This is an optimization exercise on Yosys and OpenROAD, whose aim is small area, not a production implementation. Only simulation tests tie the RTL to the original design; equivalence was not proved.

## design.v

```verilog
`default_nettype none
package ngate_pkg;
  localparam int SampleBitsDef = 24;
  localparam int CoefBitsDef   = 24;
  localparam int HoldBitsDef   = 20;
  localparam int CfgIdxBits = 3;
  localparam logic [31:0] ThresholdRst = 32'd83886;
  localparam logic [31:0] DetAtkRst    = 32'd16427000;
  localparam logic [31:0] DetRelRst    = 32'd16773721;
  localparam logic [31:0] GainAtkRst   = 32'd16707000;
  localparam logic [31:0] GainRelRst   = 32'd16770000;
  localparam logic [31:0] HoldLenRst   = 32'd480;
  typedef enum logic [CfgIdxBits-1:0] {
    CFG_ENABLE    = 3'd0,
    CFG_THRESHOLD = 3'd1,
    CFG_DET_ATK   = 3'd2,
    CFG_DET_REL   = 3'd3,
    CFG_GAIN_ATK  = 3'd4,
    CFG_GAIN_REL  = 3'd5,
    CFG_HOLD      = 3'd6
  } cfg_idx_e;
  typedef struct packed {
    logic load;
    logic env_mul;
    logic env_upd;
    logic gain_mul;
    logic gain_upd;
    logic out_mul;
    logic emit;
  } ngate_cmd_t;
  typedef struct packed {
    logic bypass;
    logic out_free;
  } ngate_sts_t;
endpackage
`default_nettype wire
`default_nettype none
module ngate_ctrl (
  input  wire logic                  clk_i,
  input  wire logic                  rst_ni,
  input  wire logic                  in_valid_i,
  output      logic                  in_ready_o,
  input  wire ngate_pkg::ngate_sts_t sts_i,
  output      ngate_pkg::ngate_cmd_t cmd_o
);
  typedef enum logic [2:0] {
    ST_IDLE,
    ST_ENV_MUL,
    ST_ENV_UPD,
    ST_GAIN_MUL,
    ST_GAIN_UPD,
    ST_OUT_MUL,
    ST_EMIT
  } state_e;
  state_e state_q;
  logic   accept;
  assign in_ready_o = (state_q == ST_IDLE);
  assign accept     = in_valid_i && in_ready_o;
  always_comb begin
    cmd_o          = '0;
    cmd_o.load     = accept;
    cmd_o.env_mul  = (state_q == ST_ENV_MUL);
    cmd_o.env_upd  = (state_q == ST_ENV_UPD);
    cmd_o.gain_mul = (state_q == ST_GAIN_MUL);
    cmd_o.gain_upd = (state_q == ST_GAIN_UPD);
    cmd_o.out_mul  = (state_q == ST_OUT_MUL);
    cmd_o.emit     = (state_q == ST_EMIT) && sts_i.out_free;
  end
  always_ff @(posedge clk_i or negedge rst_ni) begin
    if (!rst_ni) begin
      state_q <= ST_IDLE;
    end else begin
      case (state_q)
        ST_IDLE: begin
          if (accept) begin
            state_q <= sts_i.bypass ? ST_EMIT : ST_ENV_MUL;
          end
        end
        ST_ENV_MUL:  state_q <= ST_ENV_UPD;
        ST_ENV_UPD:  state_q <= ST_GAIN_MUL;
        ST_GAIN_MUL: state_q <= ST_GAIN_UPD;
        ST_GAIN_UPD: state_q <= ST_OUT_MUL;
        ST_OUT_MUL:  state_q <= ST_EMIT;
        ST_EMIT: begin
          if (sts_i.out_free) begin
            state_q <= ST_IDLE;
          end
        end
        default: state_q <= ST_IDLE;
      endcase
    end
  end
endmodule
`default_nettype wire
`default_nettype none
module ngate_dp #(
  parameter int SAMPLE_BITS = ngate_pkg::SampleBitsDef,
  parameter int COEF_BITS   = ngate_pkg::CoefBitsDef,
  parameter int HOLD_BITS   = ngate_pkg::HoldBitsDef
) (
  input  wire logic                          clk_i,
  input  wire logic                          rst_ni,
  input  wire ngate_pkg::ngate_cmd_t         cmd_i,
  output      ngate_pkg::ngate_sts_t         sts_o,
  input  wire logic                          state_clr_i,
  input  wire logic signed [SAMPLE_BITS-1:0] sample_in_i,
  input  wire logic                          enable_i,
  input  wire logic [SAMPLE_BITS-1:0]        threshold_i,
  input  wire logic [COEF_BITS-1:0]          det_atk_i,
  input  wire logic [COEF_BITS-1:0]          det_rel_i,
  input  wire logic [COEF_BITS-1:0]          gain_atk_i,
  input  wire logic [COEF_BITS-1:0]          gain_rel_i,
  input  wire logic [HOLD_BITS-1:0]          hold_len_i,
  output      logic                          out_valid_o,
  input  wire logic                          out_ready_i,
  output      logic signed [SAMPLE_BITS-1:0] out_sample_o,
  output      logic [COEF_BITS:0]            out_gain_o,
  output      logic                          out_open_o
);
  localparam int AW = (COEF_BITS > SAMPLE_BITS) ? COEF_BITS : SAMPLE_BITS;
  localparam int BW = (COEF_BITS + 1 > SAMPLE_BITS) ? COEF_BITS + 1 : SAMPLE_BITS;
  localparam int PW = AW + BW;
  localparam logic [COEF_BITS:0] One = {1'b1, {COEF_BITS{1'b0}}};
  logic signed [SAMPLE_BITS-1:0] sample_q;
  logic [SAMPLE_BITS-1:0]        mag_q, mag_d;
  logic                          neg_q;
  logic [SAMPLE_BITS-1:0]        env_q, env_d;
  logic [COEF_BITS:0]            gain_q, gain_d;
  logic [HOLD_BITS-1:0]          hold_q, hold_d;
  logic                          open_q, open_d;
  logic                          up_q, up_d;
  logic [PW-1:0]                 prod_q;
  logic                          out_valid_q;
  logic signed [SAMPLE_BITS-1:0] out_sample_q, out_sample_d;
  logic [COEF_BITS:0]            out_gain_q, out_gain_d;
  logic                          out_open_q, out_open_d;
  logic [AW-1:0]          mul_a;
  logic [BW-1:0]          mul_b;
  logic                   env_rise, gain_rise;
  logic [SAMPLE_BITS-1:0] env_diff, env_step, out_res;
  logic [COEF_BITS:0]     target, gain_diff, gain_step;
  logic [COEF_BITS-1:0]   env_coef, gain_coef;
  assign mag_d = sample_in_i[SAMPLE_BITS-1] ? ('0 - SAMPLE_BITS'(sample_in_i))
                                            : SAMPLE_BITS'(sample_in_i);
  assign target = open_q ? One : '0;
  always_comb begin
    env_rise  = mag_q > env_q;
    env_coef  = env_rise ? det_atk_i : det_rel_i;
    env_diff  = env_rise ? (mag_q - env_q) : (env_q - mag_q);
    gain_rise = target > gain_q;
    gain_coef = gain_rise ? gain_atk_i : gain_rel_i;
    gain_diff = gain_rise ? (target - gain_q) : (gain_q - target);
    env_step  = prod_q[COEF_BITS +: SAMPLE_BITS];
    gain_step = prod_q[COEF_BITS +: COEF_BITS + 1];
    env_d     = up_q ? (mag_q + env_step) : (mag_q - env_step);
    gain_d    = up_q ? (target + gain_step) : (target - gain_step);
    if (env_d > threshold_i) begin
      hold_d = hold_len_i;
      open_d = 1'b1;
    end else if (hold_q != '0) begin
      hold_d = hold_q - 1'b1;
      open_d = 1'b1;
    end else begin
      hold_d = hold_q;
      open_d = 1'b0;
    end
    up_d  = up_q;
    mul_a = AW'(mag_q);
    mul_b = BW'(gain_q);
    if (cmd_i.env_mul) begin
      mul_a = AW'(env_coef);
      mul_b = BW'(env_diff);
      up_d  = !env_rise;
    end else if (cmd_i.gain_mul) begin
      mul_a = AW'(gain_coef);
      mul_b = BW'(gain_diff);
      up_d  = !gain_rise;
    end
    out_res = prod_q[COEF_BITS +: SAMPLE_BITS];
    if (enable_i) begin
      out_sample_d = neg_q ? ('0 - out_res) : out_res;
      out_gain_d   = gain_q;
      out_open_d   = open_q;
    end else begin
      out_sample_d = sample_q;
      out_gain_d   = '0;
      out_open_d   = 1'b0;
    end
  end
  always_ff @(posedge clk_i or negedge rst_ni) begin
    if (!rst_ni) begin
      env_q       <= '0;
      gain_q      <= '0;
      hold_q      <= '0;
      open_q      <= 1'b0;
      out_valid_q <= 1'b0;
    end else begin
      if (state_clr_i) begin
        env_q  <= '0;
        gain_q <= '0;
        hold_q <= '0;
        open_q <= 1'b0;
      end else begin
        if (cmd_i.env_upd) begin
          env_q  <= env_d;
          hold_q <= hold_d;
          open_q <= open_d;
        end
        if (cmd_i.gain_upd) begin
          gain_q <= gain_d;
        end
      end
      if (cmd_i.emit) begin
        out_valid_q <= 1'b1;
      end else if (out_ready_i) begin
        out_valid_q <= 1'b0;
      end
    end
  end
  always_ff @(posedge clk_i) begin
    if (cmd_i.load) begin
      sample_q <= sample_in_i;
      mag_q    <= mag_d;
      neg_q    <= sample_in_i[SAMPLE_BITS-1];
    end
    if (cmd_i.env_mul || cmd_i.gain_mul || cmd_i.out_mul) begin
      prod_q <= mul_a * mul_b;
      up_q   <= up_d;
    end
    if (cmd_i.emit) begin
      out_sample_q <= out_sample_d;
      out_gain_q   <= out_gain_d;
      out_open_q   <= out_open_d;
    end
  end
  assign sts_o.bypass   = !enable_i;
  assign sts_o.out_free = !out_valid_q || out_ready_i;
  assign out_valid_o  = out_valid_q;
  assign out_sample_o = out_sample_q;
  assign out_gain_o   = out_gain_q;
  assign out_open_o   = out_open_q;
endmodule
`default_nettype wire
`default_nettype none
module audio_noise_gate_with_hold #(
  parameter int SAMPLE_BITS = ngate_pkg::SampleBitsDef,
  parameter int COEF_BITS   = ngate_pkg::CoefBitsDef,
  parameter int HOLD_BITS   = ngate_pkg::HoldBitsDef,
  parameter int CFG_BITS    = (SAMPLE_BITS > COEF_BITS)
                              ? ((SAMPLE_BITS > HOLD_BITS) ? SAMPLE_BITS : HOLD_BITS)
                              : ((COEF_BITS > HOLD_BITS) ? COEF_BITS : HOLD_BITS)
) (
  input  wire logic                             clk_i,
  input  wire logic                             rst_ni,
  input  wire logic                             cfg_we_i,
  input  wire logic [ngate_pkg::CfgIdxBits-1:0] cfg_idx_i,
  input  wire logic [CFG_BITS-1:0]              cfg_data_i,
  input  wire logic                             in_valid_i,
  output      logic                             in_ready_o,
  input  wire logic signed [SAMPLE_BITS-1:0]    in_sample_i,
  output      logic                             out_valid_o,
  input  wire logic                             out_ready_i,
  output      logic signed [SAMPLE_BITS-1:0]    out_sample_o,
  output      logic [COEF_BITS:0]               out_gain_o,
  output      logic                             out_gate_open_o
);
  logic                   enable_q;
  logic [SAMPLE_BITS-1:0] threshold_q;
  logic [COEF_BITS-1:0]   det_atk_q, det_rel_q, gain_atk_q, gain_rel_q;
  logic [HOLD_BITS-1:0]   hold_len_q;
  logic                   state_clr;
  ngate_pkg::ngate_cmd_t cmd;
  ngate_pkg::ngate_sts_t sts;
  always_ff @(posedge clk_i or negedge rst_ni) begin
    if (!rst_ni) begin
      enable_q    <= 1'b1;
      threshold_q <= ngate_pkg::ThresholdRst[SAMPLE_BITS-1:0];
      det_atk_q   <= ngate_pkg::DetAtkRst[COEF_BITS-1:0];
      det_rel_q   <= ngate_pkg::DetRelRst[COEF_BITS-1:0];
      gain_atk_q  <= ngate_pkg::GainAtkRst[COEF_BITS-1:0];
      gain_rel_q  <= ngate_pkg::GainRelRst[COEF_BITS-1:0];
      hold_len_q  <= ngate_pkg::HoldLenRst[HOLD_BITS-1:0];
    end else if (cfg_we_i) begin
      case (cfg_idx_i)
        ngate_pkg::CFG_ENABLE:    enable_q    <= cfg_data_i[0];
        ngate_pkg::CFG_THRESHOLD: threshold_q <= cfg_data_i[SAMPLE_BITS-1:0];
        ngate_pkg::CFG_DET_ATK:   det_atk_q   <= cfg_data_i[COEF_BITS-1:0];
        ngate_pkg::CFG_DET_REL:   det_rel_q   <= cfg_data_i[COEF_BITS-1:0];
        ngate_pkg::CFG_GAIN_ATK:  gain_atk_q  <= cfg_data_i[COEF_BITS-1:0];
        ngate_pkg::CFG_GAIN_REL:  gain_rel_q  <= cfg_data_i[COEF_BITS-1:0];
        ngate_pkg::CFG_HOLD:      hold_len_q  <= cfg_data_i[HOLD_BITS-1:0];
        default:       ;
      endcase
    end
  end
  assign state_clr = cfg_we_i && (cfg_idx_i == ngate_pkg::CFG_ENABLE) && !cfg_data_i[0];
  ngate_ctrl u_ctrl (
    .clk_i      (clk_i),
    .rst_ni     (rst_ni),
    .in_valid_i (in_valid_i),
    .in_ready_o (in_ready_o),
    .sts_i      (sts),
    .cmd_o      (cmd)
  );
  ngate_dp #(
    .SAMPLE_BITS (SAMPLE_BITS),
    .COEF_BITS   (COEF_BITS),
    .HOLD_BITS   (HOLD_BITS)
  ) u_dp (
    .clk_i       (clk_i),
    .rst_ni      (rst_ni),
    .cmd_i       (cmd),
    .sts_o       (sts),
    .state_clr_i (state_clr),
    .sample_in_i (in_sample_i),
    .enable_i    (enable_q),
    .threshold_i (threshold_q),
    .det_atk_i   (det_atk_q),
    .det_rel_i   (det_rel_q),
    .gain_atk_i  (gain_atk_q),
    .gain_rel_i  (gain_rel_q),
    .hold_len_i  (hold_len_q),
    .out_valid_o  (out_valid_o),
    .out_ready_i  (out_ready_i),
    .out_sample_o (out_sample_o),
    .out_gain_o   (out_gain_o),
    .out_open_o   (out_gate_open_o)
  );
endmodule
`default_nettype wire
```

## run.sh

```bash
#!/bin/bash
# synth_recipe.tcl (not shown) runs the flow's synth.tcl, then flattens the netlist and writes it again
# the make line also repeats each setting of config.mk as NAME=value (left out here)
make -C /OpenROAD-flow-scripts/flow DESIGN_CONFIG=/design/flow/config.mk WORK_HOME=/design/flow/orfs CLKGATE_MAP_FILE= SYNTH_SCRIPT=/design/flow/synth_recipe.tcl finish
```

## constraint.sdc

```tcl
create_clock -name core_clock -period 12.0 [get_ports {clk_i}]
set_input_delay 2.4000 -clock core_clock [delete_from_list [all_inputs] [get_ports {clk_i}]]
set_output_delay 2.4000 -clock core_clock [all_outputs]
set_load 0.01 [all_outputs]
```

## config.mk

```make
export PLATFORM = sky130hd
export DESIGN_NAME = audio_noise_gate_with_hold
export DESIGN_NICKNAME = audio_noise_gate_with_hold
export VERILOG_FILES = /design/flow/design.v
export SDC_FILE = /design/flow/constraint.sdc
export NUM_CORES = 4
export LEC_CHECK = 0
export CAP_MARGIN = 20
export CORE_MARGIN = 2
export CORE_UTILIZATION = 40
export SLEW_MARGIN = 20
```

==> run notes <==
wire per inst 23.07 µm; clock skew 0.03105 ns; CP startpoint u_dp.mag_q[0]$_DFFE_PP_; most used cells in the layout excluding fill and tap cells inv_1, fa_1, nand2_1, nor2_1, ha_1; Iteration-0 DRC Markers 2,776; Sequential Area 0.009175 mm²; final setup fails 0; relative slew slack 0.2526; vias in the first global route 30,930; ratio of cells with drive above 1 in the final layout 0.1084; GRT Total Usage 0.2624; # DRC 0; number of synthesized flops with an enable pin 123; Slew @ Worst Pin 1.116 ns; Mapped Cells 4,227; drt first pass iters 6; Final Cycle Share 0.9354; CP max stage delay 0.54 ns; Starting Density 0.4033; post-synth top area share 0.2597; Clock Pin Slew Worst Setup and Hold Paths 0.06 ns; IO Port Bufs 107; initial antenna violation count 7; hold_buf cts 0; global route overflow 0; half-perimeter wire length of the detailed placement result 102.2 mm; status timing/DRC/antenna clean; IO Count 108; worst hold start u_dp.hold_q[16]$_DFFE_PN0P_; share of synthesized flip-flops with an asynchronous set or reset 0.6361; CTS max path bufs 3; register bit total from synthesis 338; filler cell count 9,528; CP Launch Type register; crit path DAT 11.64 ns; Synth Warn # 3; Place WS 0.6547 ns; worst reg2reg startpoint u_dp.mag_q[0]$_DFFE_PP_; H-tree Lvls 2; GP Congestion 0.9509; Syn Std Cell Area 0.03900 mm²; Critical Path Sink Type register; syn_area_per_cell 9.227 µm²; setup total negative slack 0 ns; root buffer cell clkbuf_16; multi-input logic area 0.02664 mm²; row count 114; leading area contributor after synthesis fa_1; Slew Viols, Final 0; CTS tree done; largest net degree at the start of global routing 103; antenna viol nets, final 0; Seq/Total Area, Yosys 0.2352; Vias/cell 5.462; RSZ-0062 raised after global routing false; Main synth FF type dfrtp_1; PnR worst setup slack 0.7748 ns; vias 30,510; Finished Core Util 0.4457; synth top area cells fa_1, edfxtp_1, ha_1, dfrtp_1, inv_1; kind of critical path reg2reg; final hold violation count 0; clk sinks 338; Period minus WS final 11.23 ns; die width 316.3 µm; maxcap violations 0; first-pass GRT wire length 196.5 mm; leading cell type in the layout, fill and taps excluded inv_1; crit path max fanout 10; CP most frequent cell fa_1; Hold WC Path Type reg2reg; Worst-Skew Late Latency 0.58 ns; final WL 128.8 mm; cts bufs inserted 37; die area 0.1000 mm²; Die Ht 316.3 µm; Required @ worst endpoint 12.42 ns; fmax 89.09 MHz; CORE AREA 0.09671 mm²; area delta synth->final 10.51%; Syn Nets 5,059; slowest stage cell on the critical path fa_1; nets 5,111; Unique masters post-synth 93
==> flip-flops by register name, indices dropped and copies added (netlist names), 3 cells and up <==
register	count
hold_len_q	20
gain_atk_q	24
gain_rel_q	24
det_atk_q	24
threshold_q	24
u_dp.out_sample_q	24
u_dp.hold_q	20
u_dp.env_q	24
u_dp.prod_q	25
u_dp.mag_q	24
u_dp.gain_q	25
det_rel_q	24
u_dp.out_gain_q	25
u_dp.sample_q	22
u_ctrl.state_q	3
==> synthesized netlist by cell type (all sizes together), types with 30 or more instances <==
cell	number
inv	673
fa	506
nand2	476
nor2	448
ha	270
a21oi	171
clkbuf	170
mux2	141
dfrtp	134
edfxtp	123
o21ai	109
xnor2	89
nor3	87
dfstp	81
xor2	66
nand3	64
a21o	55
mux2i	45
and2	43
nand2b	40
or3	33
buf	30
==> final cells by class <==
class | instances | share of cell area
Timing Repair Buffer | 213 | 0.04343
Multi-Input combinational cell | 3015 | 0.6180
Tap cell | 1276 | 0.03704
Antenna cell | 1 | 0.00005806
Clock buffer | 47 | 0.02404
Inverter | 674 | 0.05870
Sequential cell | 338 | 0.2129
Clock inverter | 21 | 0.005835
==> what timing repair did <==
action | CTS | global route
resized for setup | 0 | 5
buffers inserted | 0 | 0
hold endpoints to repair | 0 | 0
setup endpoints to repair | 0 | 14
==> worst paths after layout <==
kind | to | slack [ns] | cells after the start
min in group asynchronous | u_dp.hold_q[15]$_DFFE_PN0P_ | 1.88 | 1
max in group asynchronous | u_dp.gain_q[19]$_DFFE_PN0P_ | 8.78 | 2
worst max-delay path | u_dp.prod_q[46]$_DFFE_PP_ | 0.77 | 39
worst max register to register | u_dp.prod_q[46]$_DFFE_PP_ | 0.77 | 39
worst min register to register | u_dp.hold_q[16]$_DFFE_PN0P_ | 0.49 | 1
worst min-delay path | u_dp.hold_q[16]$_DFFE_PN0P_ | 0.49 | 1
==> logic make-up (layout without fill, tap and decap cells) <==
group / after synthesis / count (layout) / share of synthesized area
other: 0 / 1 / 0
AOI/OAI and AO/OA: 543 / 543 / 0.08960
muxes: 186 / 186 / 0.05226
adders and majority gates: 776 / 776 / 0.3463
buffers and inverters: 874 / 955 / 0.08514
DFF: 338 / 338 / 0.2352
xor gates and xnor gates: 155 / 155 / 0.03481
and+or+nand+nor: 1355 / 1355 / 0.1566
==> metal layers <==
layer,global-route usage,vias to the layer above,share of wire
li1,-,13720,-
met5,0,-,0.00011
met1,0.3670,15340,0.44
met3,0.04048,261,0.070
met4,0.1054,2,0.047
met2,0.4087,1186,0.44
==> critical path: cells and delay by family, from the launching register on <==
family	cells	cell delay, ns
and+or+nand+nor	12	2.90
AOI/OAI and AO/OA	10	2.58
DFF	1	0.43
adders and majority gates	10	4.44
buffers and inverters	7	0.72
==> stage by stage <==
stage | hold WS (ns) | instances | cell area, µm²
after floorplan | 0.4497 | 4227 | 39000
after global placement | 0.4727 | 5516 | 41800
after detailed placement | 0.4674 | 5516 | 41800
after CTS | 0.4864 | 5584 | 43080
after global routing | 0.5203 | 5584 | 43100
final | 0.4862 | 5585 | 43100

## static timing again, ports no longer ideal
Ports are ideal in the flow. The routed layout listed here was re-timed in OpenROAD.
Step 1 sets driving cells, clkbuf_16 on the clock port and buf_2 on the other inputs (assumed; they add their load-dependent delay and slew).
Step 2 also shifts input and output timing later by t, the mid clock arrival at the registers, as if the neighbouring blocks saw the same clock.
Slacks: ideal ports / drivers / drivers and shift; pairs: ideal ports / drivers.
t, ns: 0.621
slack for setup (ns): 0.775 / 0.775 / 0.775
worst hold slack (ns): 0.486 / 0.486 / 0.486
worst slew at a driven data input, ns: 0.11
After both steps setup and hold are still met in this run. For this run, drivers alone change the setup slack by 0.000 ns; drivers and shift together by 0.000 ns.
